From an optimization exercise on the open Yosys and OpenROAD flow, aimed at small area, a short achievable clock period and few clock cycles per item; shortcuts taken in it are not production practice.
Only simulation tests tie the RTL to the original design; equivalence was not proved.
Power is estimated from default activity; no workload was simulated.

--- design/flow/constraint.sdc ---
create_clock -name core_clock -period 10.0 [get_ports {i_clk}]
set_input_delay 2.0000 -clock core_clock [delete_from_list [all_inputs] [get_ports {i_clk}]]
set_output_delay 2.0000 -clock core_clock [all_outputs]
set_load 0.01 [all_outputs]
--- design/flow/run.sh ---
#!/bin/bash
# synth_recipe.tcl (not shown) runs the flow's synth.tcl, then flattens the netlist and writes it again
# the make line also repeats each setting of config.mk as NAME=value (left out here)
make -C /OpenROAD-flow-scripts/flow DESIGN_CONFIG=/design/flow/config.mk WORK_HOME=/design/flow/orfs CLKGATE_MAP_FILE= SYNTH_SCRIPT=/design/flow/synth_recipe.tcl finish
--- design/flow/config.mk ---
export PLATFORM = sky130hd
export DESIGN_NAME = mem_stage_top
export DESIGN_NICKNAME = mem_stage_top
export VERILOG_FILES = /design/flow/design.v
export SDC_FILE = /design/flow/constraint.sdc
export NUM_CORES = 8
export LEC_CHECK = 0
export CAP_MARGIN = 20
export CORE_MARGIN = 2
export CORE_UTILIZATION = 45
export PLACE_DENSITY = 0.6
export SLEW_MARGIN = 20
export SYNTH_MEMORY_MAX_BITS = 16384
--- design/flow/design.v ---
`timescale 1ns/1ns
package mem_bus_pkg;
    typedef struct packed {
        logic                   cyc;
        logic                   stb;
        logic                   we;
        logic [4-1:0]  sel;
        logic [32-1:0] addr;
        logic [32-1:0] data;
    } bus_req_t;
    typedef struct packed {
        logic                   ack;
        logic                   err;
        logic [32-1:0] data;
    } bus_rsp_t;
    typedef logic [0:0] master_idx_t;
endpackage
`timescale 1ns/1ns
package mem_access_pkg;
    typedef enum logic [1:0] {
        SIZE_BYTE = 2'b00,
        SIZE_HALF = 2'b01,
        SIZE_WORD = 2'b10
    } access_size_e;
    typedef struct packed {
        logic                   we;
        access_size_e           size;
        logic                   is_unsigned;
        logic [32-1:0] addr;
        logic [32-1:0] wdata;
    } cpu_req_t;
endpackage
`timescale 1ns/1ns
module data_bus_master (
    input  logic                     i_clk,
    input  logic                     i_rst_n,
    input  logic                     i_cpu_req,
    input  mem_access_pkg::cpu_req_t i_cpu,
    output logic                     o_cpu_ack,
    output logic                     o_cpu_err,
    output logic [32-1:0]   o_cpu_rdata,
    output mem_bus_pkg::bus_req_t    o_bus,
    input  mem_bus_pkg::bus_rsp_t    i_bus
);
    mem_bus_pkg::bus_req_t        bus_q;
    mem_access_pkg::access_size_e size_q;
    logic                         unsigned_q;
    logic [1:0]                   off_q;
    logic [4-1:0]        sel_d;
    logic [32-1:0]       rd_shift;
    logic                         busy;
    logic                         done;
    assign busy = bus_q.cyc;
    assign done = busy && (i_bus.ack || i_bus.err);
    always_comb begin
        case (i_cpu.size)
            mem_access_pkg::SIZE_BYTE: sel_d = 4'b0001 << i_cpu.addr[1:0];
            mem_access_pkg::SIZE_HALF: sel_d = 4'b0011 << {i_cpu.addr[1], 1'b0};
            default:                   sel_d = 4'b1111;
        endcase
    end
    always_ff @(posedge i_clk) begin
        if (!i_rst_n) begin
            bus_q.cyc <= 1'b0;
            bus_q.stb <= 1'b0;
        end else if (done) begin
            bus_q.cyc <= 1'b0;
            bus_q.stb <= 1'b0;
        end else if (!busy && i_cpu_req) begin
            bus_q.cyc  <= 1'b1;
            bus_q.stb  <= 1'b1;
            bus_q.we   <= i_cpu.we;
            bus_q.sel  <= sel_d;
            bus_q.addr <= i_cpu.addr;
            bus_q.data <= i_cpu.wdata << {i_cpu.addr[1:0], 3'b000};
            size_q     <= i_cpu.size;
            unsigned_q <= i_cpu.is_unsigned;
            off_q      <= i_cpu.addr[1:0];
        end
    end
    assign o_bus = bus_q;
    assign o_cpu_ack = busy && i_bus.ack;
    assign o_cpu_err = busy && i_bus.err;
    assign rd_shift = i_bus.data >> {off_q, 3'b000};
    always_comb begin
        o_cpu_rdata = '0;
        if (o_cpu_ack) begin
            case (size_q)
                mem_access_pkg::SIZE_BYTE:
                    o_cpu_rdata = {{24{rd_shift[7] & ~unsigned_q}}, rd_shift[7:0]};
                mem_access_pkg::SIZE_HALF:
                    o_cpu_rdata = {{16{rd_shift[15] & ~unsigned_q}}, rd_shift[15:0]};
                default:
                    o_cpu_rdata = rd_shift;
            endcase
        end
    end
endmodule
`timescale 1ns/1ns
module bus_arbiter (
    input  logic                  i_clk,
    input  logic                  i_rst_n,
    input  mem_bus_pkg::bus_req_t i_m0,
    input  mem_bus_pkg::bus_req_t i_m1,
    output mem_bus_pkg::bus_rsp_t o_m0,
    output mem_bus_pkg::bus_rsp_t o_m1,
    output mem_bus_pkg::bus_req_t o_s,
    input  mem_bus_pkg::bus_rsp_t i_s
);
    logic                     grant_valid;
    mem_bus_pkg::master_idx_t grant_idx;
    logic                     slv_done;
    assign slv_done = i_s.ack || i_s.err;
    always_ff @(posedge i_clk) begin
        if (!i_rst_n) begin
            grant_valid <= 1'b0;
            grant_idx   <= 1'b0;
        end else if (!grant_valid) begin
            if (i_m0.cyc) begin
                grant_valid <= 1'b1;
                grant_idx   <= 1'b0;
            end else if (i_m1.cyc) begin
                grant_valid <= 1'b1;
                grant_idx   <= 1'b1;
            end
        end else if (slv_done) begin
            grant_valid <= 1'b0;
        end
    end
    always_comb begin
        o_s = '0;
        if (grant_valid) begin
            o_s = grant_idx ? i_m1 : i_m0;
        end
    end
    assign o_m0 = (grant_valid && grant_idx == 1'b0) ? i_s : '0;
    assign o_m1 = (grant_valid && grant_idx == 1'b1) ? i_s : '0;
endmodule
`timescale 1ns/1ns
module bus_decoder (
    input  logic                  i_clk,
    input  logic                  i_rst_n,
    input  mem_bus_pkg::bus_req_t i_s,
    output mem_bus_pkg::bus_rsp_t o_s,
    output mem_bus_pkg::bus_req_t o_ram_req,
    output mem_bus_pkg::bus_req_t o_gpio_req,
    input  mem_bus_pkg::bus_rsp_t i_ram_rsp,
    input  mem_bus_pkg::bus_rsp_t i_gpio_rsp
);
    localparam int RAM_AW  = $clog2(1024);
    localparam int GPIO_AW = $clog2(8);
    localparam logic [32-1:0] RAM_BASE_A  = 32'h1000_0000;
    localparam logic [32-1:0] GPIO_BASE_A = 32'hFFFF_FFF8;
    logic hit_ram;
    logic hit_gpio;
    logic unmapped;
    logic err_q;
    assign hit_ram  = i_s.addr[32-1:RAM_AW] == RAM_BASE_A[32-1:RAM_AW];
    assign hit_gpio = i_s.addr[32-1:GPIO_AW] == GPIO_BASE_A[32-1:GPIO_AW];
    assign unmapped = i_s.cyc && i_s.stb && !hit_ram && !hit_gpio;
    always_comb begin
        o_ram_req      = i_s;
        o_ram_req.cyc  = i_s.cyc && hit_ram;
        o_ram_req.stb  = i_s.stb && hit_ram;
        o_gpio_req     = i_s;
        o_gpio_req.cyc = i_s.cyc && hit_gpio;
        o_gpio_req.stb = i_s.stb && hit_gpio;
    end
    always_ff @(posedge i_clk) begin
        if (!i_rst_n) begin
            err_q <= 1'b0;
        end else begin
            err_q <= unmapped && !err_q;
        end
    end
    assign o_s.ack  = i_ram_rsp.ack | i_gpio_rsp.ack;
    assign o_s.err  = i_ram_rsp.err | i_gpio_rsp.err | err_q;
    assign o_s.data = i_ram_rsp.data | i_gpio_rsp.data;
endmodule
`timescale 1ns/1ns
module data_ram (
    input  logic                  i_clk,
    input  logic                  i_rst_n,
    input  mem_bus_pkg::bus_req_t i_req,
    output mem_bus_pkg::bus_rsp_t o_rsp
);
    localparam int WORDS = 1024 / 4;
    localparam int IDX_W = $clog2(WORDS);
    logic [32-1:0] mem [WORDS];
    logic [32-1:0] rdata_q;
    logic [IDX_W-1:0]       idx;
    logic                   ack_q;
    logic                   accept;
    assign idx = i_req.addr[IDX_W+1:2];
    assign accept = i_req.cyc && i_req.stb && !ack_q;
    always_ff @(posedge i_clk) begin
        if (accept) begin
            rdata_q <= mem[idx];
            if (i_req.we) begin
                for (int i = 0; i < 4; i++) begin
                    if (i_req.sel[i]) begin
                        mem[idx][8*i +: 8] <= i_req.data[8*i +: 8];
                    end
                end
            end
        end
    end
    always_ff @(posedge i_clk) begin
        if (!i_rst_n) begin
            ack_q <= 1'b0;
        end else begin
            ack_q <= accept;
        end
    end
    assign o_rsp.ack  = ack_q;
    assign o_rsp.err  = 1'b0;
    assign o_rsp.data = ack_q ? rdata_q : '0;
endmodule
`timescale 1ns/1ns
module gpio_regs (
    input  logic                  i_clk,
    input  logic                  i_rst_n,
    input  mem_bus_pkg::bus_req_t i_req,
    output mem_bus_pkg::bus_rsp_t o_rsp,
    input  logic [32-1:0]    i_gpio,
    output logic [32-1:0]    o_gpio
);
    logic [32-1:0]     out_q;
    logic [32-1:0]     in_q;
    logic [32-1:0] rdata_q;
    logic                   ack_q;
    logic                   err_q;
    logic                   accept;
    logic                   bad_wr;
    assign accept = i_req.cyc && i_req.stb && !ack_q && !err_q;
    assign bad_wr = i_req.we && i_req.addr[2];
    always_ff @(posedge i_clk) begin
        in_q <= i_gpio;
        if (accept) begin
            rdata_q <= i_req.addr[2] ? in_q : out_q;
        end
    end
    always_ff @(posedge i_clk) begin
        if (!i_rst_n) begin
            out_q <= '0;
            ack_q <= 1'b0;
            err_q <= 1'b0;
        end else begin
            ack_q <= accept && !bad_wr;
            err_q <= accept && bad_wr;
            if (accept && i_req.we && !i_req.addr[2]) begin
                for (int i = 0; i < 4; i++) begin
                    if (i_req.sel[i]) begin
                        out_q[8*i +: 8] <= i_req.data[8*i +: 8];
                    end
                end
            end
        end
    end
    assign o_gpio     = out_q;
    assign o_rsp.ack  = ack_q;
    assign o_rsp.err  = err_q;
    assign o_rsp.data = ack_q ? rdata_q : '0;
endmodule
`timescale 1ns/1ns
module mem_stage_top (
    input  logic                     i_clk,
    input  logic                     i_rst_n,
    input  logic                     i_cpu_req,
    input  logic                     i_cpu_we,
    input  logic [1:0]               i_cpu_size,
    input  logic                     i_cpu_unsigned,
    input  logic [32-1:0]   i_cpu_addr,
    input  logic [32-1:0]   i_cpu_wdata,
    output logic                     o_cpu_ack,
    output logic                     o_cpu_err,
    output logic [32-1:0]   o_cpu_rdata,
    input  logic                     i_dma_cyc,
    input  logic                     i_dma_stb,
    input  logic                     i_dma_we,
    input  logic [4-1:0]    i_dma_sel,
    input  logic [32-1:0]   i_dma_addr,
    input  logic [32-1:0]   i_dma_data,
    output logic                     o_dma_ack,
    output logic                     o_dma_err,
    output logic [32-1:0]   o_dma_data,
    input  logic [32-1:0]       i_gpio,
    output logic [32-1:0]       o_gpio
);
    mem_access_pkg::cpu_req_t i_cpu;
    mem_bus_pkg::bus_req_t    i_dma;
    mem_bus_pkg::bus_rsp_t    o_dma;
    assign i_cpu.we          = i_cpu_we;
    assign i_cpu.size        = mem_access_pkg::access_size_e'(i_cpu_size);
    assign i_cpu.is_unsigned = i_cpu_unsigned;
    assign i_cpu.addr        = i_cpu_addr;
    assign i_cpu.wdata       = i_cpu_wdata;
    assign i_dma.cyc  = i_dma_cyc;
    assign i_dma.stb  = i_dma_stb;
    assign i_dma.we   = i_dma_we;
    assign i_dma.sel  = i_dma_sel;
    assign i_dma.addr = i_dma_addr;
    assign i_dma.data = i_dma_data;
    assign o_dma_ack  = o_dma.ack;
    assign o_dma_err  = o_dma.err;
    assign o_dma_data = o_dma.data;
    mem_bus_pkg::bus_req_t cpu_bus_req;
    mem_bus_pkg::bus_rsp_t cpu_bus_rsp;
    mem_bus_pkg::bus_req_t slv_req;
    mem_bus_pkg::bus_rsp_t slv_rsp;
    mem_bus_pkg::bus_req_t ram_req;
    mem_bus_pkg::bus_rsp_t ram_rsp;
    mem_bus_pkg::bus_req_t gpio_req;
    mem_bus_pkg::bus_rsp_t gpio_rsp;
    data_bus_master u_master (
        .i_clk       (i_clk),
        .i_rst_n     (i_rst_n),
        .i_cpu_req   (i_cpu_req),
        .i_cpu       (i_cpu),
        .o_cpu_ack   (o_cpu_ack),
        .o_cpu_err   (o_cpu_err),
        .o_cpu_rdata (o_cpu_rdata),
        .o_bus       (cpu_bus_req),
        .i_bus       (cpu_bus_rsp)
    );
    bus_arbiter u_arb (
        .i_clk   (i_clk),
        .i_rst_n (i_rst_n),
        .i_m0    (cpu_bus_req),
        .i_m1    (i_dma),
        .o_m0    (cpu_bus_rsp),
        .o_m1    (o_dma),
        .o_s     (slv_req),
        .i_s     (slv_rsp)
    );
    bus_decoder u_dec (
        .i_clk      (i_clk),
        .i_rst_n    (i_rst_n),
        .i_s        (slv_req),
        .o_s        (slv_rsp),
        .o_ram_req  (ram_req),
        .o_gpio_req (gpio_req),
        .i_ram_rsp  (ram_rsp),
        .i_gpio_rsp (gpio_rsp)
    );
    data_ram u_ram (
        .i_clk   (i_clk),
        .i_rst_n (i_rst_n),
        .i_req   (ram_req),
        .o_rsp   (ram_rsp)
    );
    gpio_regs u_gpio (
        .i_clk   (i_clk),
        .i_rst_n (i_rst_n),
        .i_req   (gpio_req),
        .o_rsp   (gpio_rsp),
        .i_gpio  (i_gpio),
        .o_gpio  (o_gpio)
    );
endmodule
==> impl.org <==
** STA
- Normalized max-slew margin :: a little under an eighth
- The routed design could run at a clock period as short as around 7.3 ns.
- Setup repair after global routing missed its margin :: false
- Slew @ Worst Pin :: approximately 1.3 ns
- Setup TNS :: 0 ns
- The count of endpoints failing hold in the final timing report came to 0.
- Upper clock frequency limit :: about 140 MHz
- Setup violations remaining at the end of the flow were counted as 0.
- Max Transition Viols Final :: 0
- Post-route fraction of the period consumed by the critical path :: approximately 73%
- Between clock sinks in the finished design, the worst skew comes to ~0.083 ns.

** Yosys
- Post-Synthesis Mean Instance Area :: 18.0 um2
- Count of flip-flops with a built-in enable after synthesis :: between 8,000 and 9,000
- Share of the synthesized area in the top cell type :: between 70% and 80%
- Most used flip-flop cell after synthesis :: sky130_fd_sc_hd__edfxtp_1
- Synthesized cell area :: approximately 330,000 um2
- Counting every instance in the synthesized netlist gives between 15,000 and 20,000.
- Ranked by total cell area, the synthesized netlist is headed by sky130_fd_sc_hd__edfxtp_1 77%, sky130_fd_sc_hd__mux4_2 6.8%, sky130_fd_sc_hd__mux2i_1 4.6%.
- Of the total synthesized cell area, the portion taken by AND, OR, NAND and NOR gates is between 4 and 5%.
- Largest family of logic cells by synthesized area :: multiplexers
- sky130_fd_sc_hd__edfxtp_1 takes more of the synthesized area than any other cell.
- Synthesis produced a netlist with a net count of 18,300.
- The Yosys step of the flow raised 5 warnings.
- In the synthesized netlist the async set-or-reset flop fraction comes to 0%.
- Area fraction in compound gates after synthesis :: under 10%
- Mux share of post-synthesis cell area :: a little under an eighth
- Post-synthesis sequential element count :: around 8,400
- Adder-cell area share of the yosys netlist :: 0%
- Library cells used by synthesis :: 69
- Summing the areas of all xor and xnor instances in the mapped netlist gives 0% of the synthesized area.
- Sequential cell area fraction in the yosys report :: slightly below 80%

** Placed design
- Number of buffers added on ports :: 271
- Placer Congestion :: 0.928
- Once detailed placement completed, the half-perimeter wirelength came to just under 700,000 um.

** Critical path
- Buf/Inv on CP :: 2
- Slowest stage delay, CP :: roughly 0.63 ns
- In this run the worst path has a maximum fanout of 33.
- Critical Path AT :: between 5 and 6 ns
- STA classifies the critical path startpoint as a flop.
- Cell-by-cell trace of the critical path :: buf_4, nand2b_1, nor2_1, a22oi_1, nor2b_1, a211oi_1, o21ai_1, a21oi_1, clkdlybuf4s50_1
- Endpoint kind of the worst setup timing path :: output port
- The cell family contributing the most delay on the critical path is simple AND/OR/NAND/NOR gates.
- The slowest stage of the critical path is the sky130_fd_sc_hd__nor2_1 cell.
- The setup path with the least slack is of type flop to output port.
- In this run the critical register-to-register path is launched from u_arb.grant_valid$_SDFF_PN0_.
- Data on the critical path is required at its endpoint by around 8 ns.
- Launching instance or port of the critical path :: u_arb.grant_valid$_SDFF_PN0_

** Clock tree
- Clock transition at path regs :: about 0.060 ns
- The clock passes through at most 4 buffers.
- In this run, post-CTS hold repair placed 0 buffers.
- Clock root buffer :: sky130_fd_sc_hd__clkbuf_16
- The H-tree generated during clock tree synthesis spans 6 levels.
- Number of buffers created by CTS :: ~830
- In this run the post-CTS setup repair buffer count came out at 0.
- Gates resized during post-CTS repair numbered 0.
- TritonCTS built the clock tree.
- Clock latency on the worst-skew pair :: roughly 1.2 ns
- TritonCTS sink count :: 8,399

** Pwr
- Leakage :: roughly 120 nW
- Total power consumption of the routed design :: ~74 mW
- Ratio of total power to cell area :: around 200 nW/um2
- Peak supply drop :: ~0.00023 V

** Floorplanning
- Die area :: between 700,000 and 800,000 um2
- Chip Height :: between 800 and 900 um
- Starting Density :: a little under half
- The total area inside the core boundary comes to 721,000 um2.
- Floorplan row count :: ~310
- In this run the horizontal extent of the chip is approximately 850 um.
- Pin placement for this block handled 274 I/O pins.

** Global route
- First-pass GRT wire length :: 1,440,000 um
- Global routing used between 20% and 30% of the available tracks.
- After global routing the overflow that remains totals 0.
- Entering global routing, the biggest net connects 174 pins.
- The number of global-route vias before repair was roughly 170k.
- The initial antenna violation count is 126.

** Routing
- Mean routed wirelength per cell :: 36.9 um
- Total via count after detailed routing :: 184,000
- In the routed design, unresolved DRC markers number 0.
- Total detailed-routing wirelength :: about 1,100,000 um
- After detailed routing, the number of vias per cell comes to between 6 and 7.
- The detailed router finished its first iteration with about 30,000 violations.
- The pre-antenna-repair detailed-routing pass consisted of 6 iterations.
- Remaining antenna violation count :: 0

** Cells and area
- Final layout net count :: ~19,000
- Seq. cell area :: roughly 250,000 um2
- Fill cell instance count of the final layout :: a little under 60,000
- Util after Layout :: between 50% and 60%
- The area growth from synthesis to layout is 13.1%.
- The multi-input combinational cells in the finished layout cover a total of between 60,000 and 70,000 um2.
- Fraction of final layout cells sized beyond drive strength 1 :: 15.2%

** Min path
- In this run the most critical hold path is launched from u_dec.err_q$_SDFF_PN0_.
- Hold crit path type :: flop to flop

** Run status
- Result of the run :: complete, no violations

** Run
- # Max-Cap Violations :: 0
[worst reg2reg max path, cell delays in order (launching register included)]
cell and delay [ns]:
sky130_fd_sc_hd__dfxtp_4 0.40, sky130_fd_sc_hd__buf_4 0.55, sky130_fd_sc_hd__nand2b_1 0.60, sky130_fd_sc_hd__nor3_1 0.31, sky130_fd_sc_hd__nand4_1 0.12, sky130_fd_sc_hd__a22oi_1 0.37, sky130_fd_sc_hd__nand2_1 0.15, sky130_fd_sc_hd__clkinv_2 0.23
sky130_fd_sc_hd__buf_4 0.74, sky130_fd_sc_hd__nand3_4 0.76, sky130_fd_sc_hd__buf_4 0.68, sky130_fd_sc_hd__nor2_1 0.97
[cell usage after synthesis (200+ instances only)]
master                     instances
sky130_fd_sc_hd__a22oi_1         502
sky130_fd_sc_hd__mux4_2          984
sky130_fd_sc_hd__nor2_1         1131
sky130_fd_sc_hd__nor3_1          263
sky130_fd_sc_hd__buf_2           516
sky130_fd_sc_hd__clkbuf_1        470
sky130_fd_sc_hd__o22ai_1         652
sky130_fd_sc_hd__edfxtp_1       8328
sky130_fd_sc_hd__a221oi_1        260
sky130_fd_sc_hd__mux2i_1        1509
sky130_fd_sc_hd__nor4_1          200
sky130_fd_sc_hd__a21oi_1        1095
sky130_fd_sc_hd__nand2_1        1470
[per-stage QoR]
| stage | hold WS, ns | cell area [um2] | std cells | setup WS [ns] |
|---|---|---|---|---|
| floorplan | 0.401 | 326000 | 18100 | 0.602 |
| global placement | 0.418 | 342000 | 27400 | 1.78 |
| detailed placement | 0.415 | 342000 | 27400 | 2.32 |
| CTS | 0.429 | 368000 | 28900 | 2.78 |
| global route | 0.451 | 368000 | 28900 | 2.52 |
| finish | 0.426 | 368000 | 29000 | 2.75 |
[kinds of logic after synthesis]
logic type,count (synthesis)
DFF,8399
and+or+nand+nor,3259
AOI/OAI and AO/OA,2741
muxes,2504
buffers and inverters,1187
[cell type report]
cell class | instances | area share, %
clock inverter | 483 | 1.13
timing repair buffer | 911 | 2.48
inverter | 11 | 0.0129
clock buffer | 1033 | 5.88
antenna | 63 | 0.0428
tap | 9577 | 3.25
sequential | 8399 | 68.3
multi-input combinational | 8504 | 18.9
[routing by layer]
layer | share of wire [%] | global-route usage, % | wire [um]
met3 | 12 | 8.11 | 134000
met1 | 38 | 39.6 | 407000
met5 | 0.060 | 0 | 646
met4 | 5.1 | 12.1 | 54800
met2 | 44 | 42.1 | 473000
[path summary, 6_finish.rpt]
kind	endpoint	slack, ns	depth (start not counted)
min	u_dec.err_q$_SDFF_PN0_	0.43	1
max reg2reg	u_ram.mem[140][8]$_DFFE_PP_	3.72	11
min reg2reg	u_dec.err_q$_SDFF_PN0_	0.43	1
max	o_cpu_rdata[23]	2.75	9
[registers in the layout, indices dropped and copies added, names as in the netlist]
| register | count |
|---|---|
| u_dec.err_q | 1 |
| u_master.bus_q | 69 |
| u_ram.mem | 8192 |
| u_gpio.in_q | 32 |
| u_gpio.rdata_q | 32 |
| u_gpio.ack_q | 1 |
| u_master.off_q | 1 |
| u_arb.grant_valid | 1 |
| u_gpio.out_q | 32 |
| u_master.size_q | 2 |
| u_ram.rdata_q | 32 |
| u_master.unsigned_q | 1 |
| u_arb.grant_idx | 1 |
| u_gpio.err_q | 1 |
| u_ram.ack_q | 1 |
[report_power, final]
group / total, mW / leakage [nW] / switching [mW] / internal [mW]
clock: 30.2 / 12.6 / 13.6 / 16.6
combinational: 4.75 / 24.6 / 3.39 / 1.36
sequential: 38.9 / 79.3 / 0.0153 / 38.9
total: 73.8 / 117 / 17.0 / 56.8
[cells in the final DEF (no fill, tap or decap), types with 14 or more instances in the layout]
| cell type | Yosys | final |
|---|---|---|
| sky130_fd_sc_hd__buf_12 | 0 | 129 |
| sky130_fd_sc_hd__nor3_1 | 263 | 249 |
| sky130_fd_sc_hd__nor3_2 | 13 | 14 |
| sky130_fd_sc_hd__a21oi_1 | 1095 | 1084 |
| sky130_fd_sc_hd__nor4_1 | 200 | 166 |
| sky130_fd_sc_hd__nor2b_1 | 19 | 19 |
| sky130_fd_sc_hd__o41ai_1 | 30 | 19 |
| sky130_fd_sc_hd__buf_4 | 52 | 508 |
| sky130_fd_sc_hd__nand2_2 | 9 | 19 |
| sky130_fd_sc_hd__a22oi_1 | 502 | 502 |
| sky130_fd_sc_hd__mux2i_1 | 1509 | 1508 |
| sky130_fd_sc_hd__clkinv_1 | 1 | 222 |
| sky130_fd_sc_hd__bufinv_16 | 0 | 46 |
| sky130_fd_sc_hd__nor4_2 | 1 | 33 |
| sky130_fd_sc_hd__mux4_2 | 984 | 984 |
| sky130_fd_sc_hd__a211oi_1 | 38 | 38 |
| sky130_fd_sc_hd__dfxtp_1 | 71 | 69 |
| sky130_fd_sc_hd__nand2b_1 | 15 | 15 |
| sky130_fd_sc_hd__clkbuf_16 | 0 | 835 |
| sky130_fd_sc_hd__nand2_1 | 1470 | 1449 |
| sky130_fd_sc_hd__o21ai_0 | 57 | 56 |
| sky130_fd_sc_hd__nand3_1 | 40 | 33 |
| sky130_fd_sc_hd__nor2_1 | 1131 | 1091 |
| sky130_fd_sc_hd__clkbuf_1 | 470 | 196 |
| sky130_fd_sc_hd__a32oi_1 | 15 | 15 |
| sky130_fd_sc_hd__nor2_4 | 0 | 36 |
| sky130_fd_sc_hd__a221oi_1 | 260 | 260 |
| sky130_fd_sc_hd__o22ai_1 | 652 | 652 |
| sky130_fd_sc_hd__diode_2 | 0 | 63 |
| sky130_fd_sc_hd__clkinv_16 | 0 | 20 |
| sky130_fd_sc_hd__edfxtp_1 | 8328 | 8328 |
| sky130_fd_sc_hd__clkdlybuf4s50_1 | 0 | 270 |
| sky130_fd_sc_hd__clkinv_2 | 0 | 149 |
| sky130_fd_sc_hd__nand4_1 | 30 | 30 |
Testbench counts, summed over its fixed seeds: cycles 16,000, items 4,800.

==> port drivers added, routing unchanged <==
The flow's constraints put no driver on any port. The routed layout listed below was extracted and timed again, unchanged, in two steps. Step 1 assumes that a clkbuf_16 drives the clock port and a buf_2 every other input. Step 2 moves the port delays by t, midway between the first and last clock arrival at a register: inputs arrive t later, outputs are due t later. That takes back most of the time a late clock gives input paths. Slacks: ideal ports / drivers / drivers and shift; pairs: ideal ports / drivers.
t (ns): 1.327
setup slack, ns: 2.750 / 2.595 / 1.948
pins driven straight from the clock port: 1
After both steps this run still meets setup and hold. The setup slack of this run moves by -0.155 ns with the drivers and by -0.802 ns with both steps.
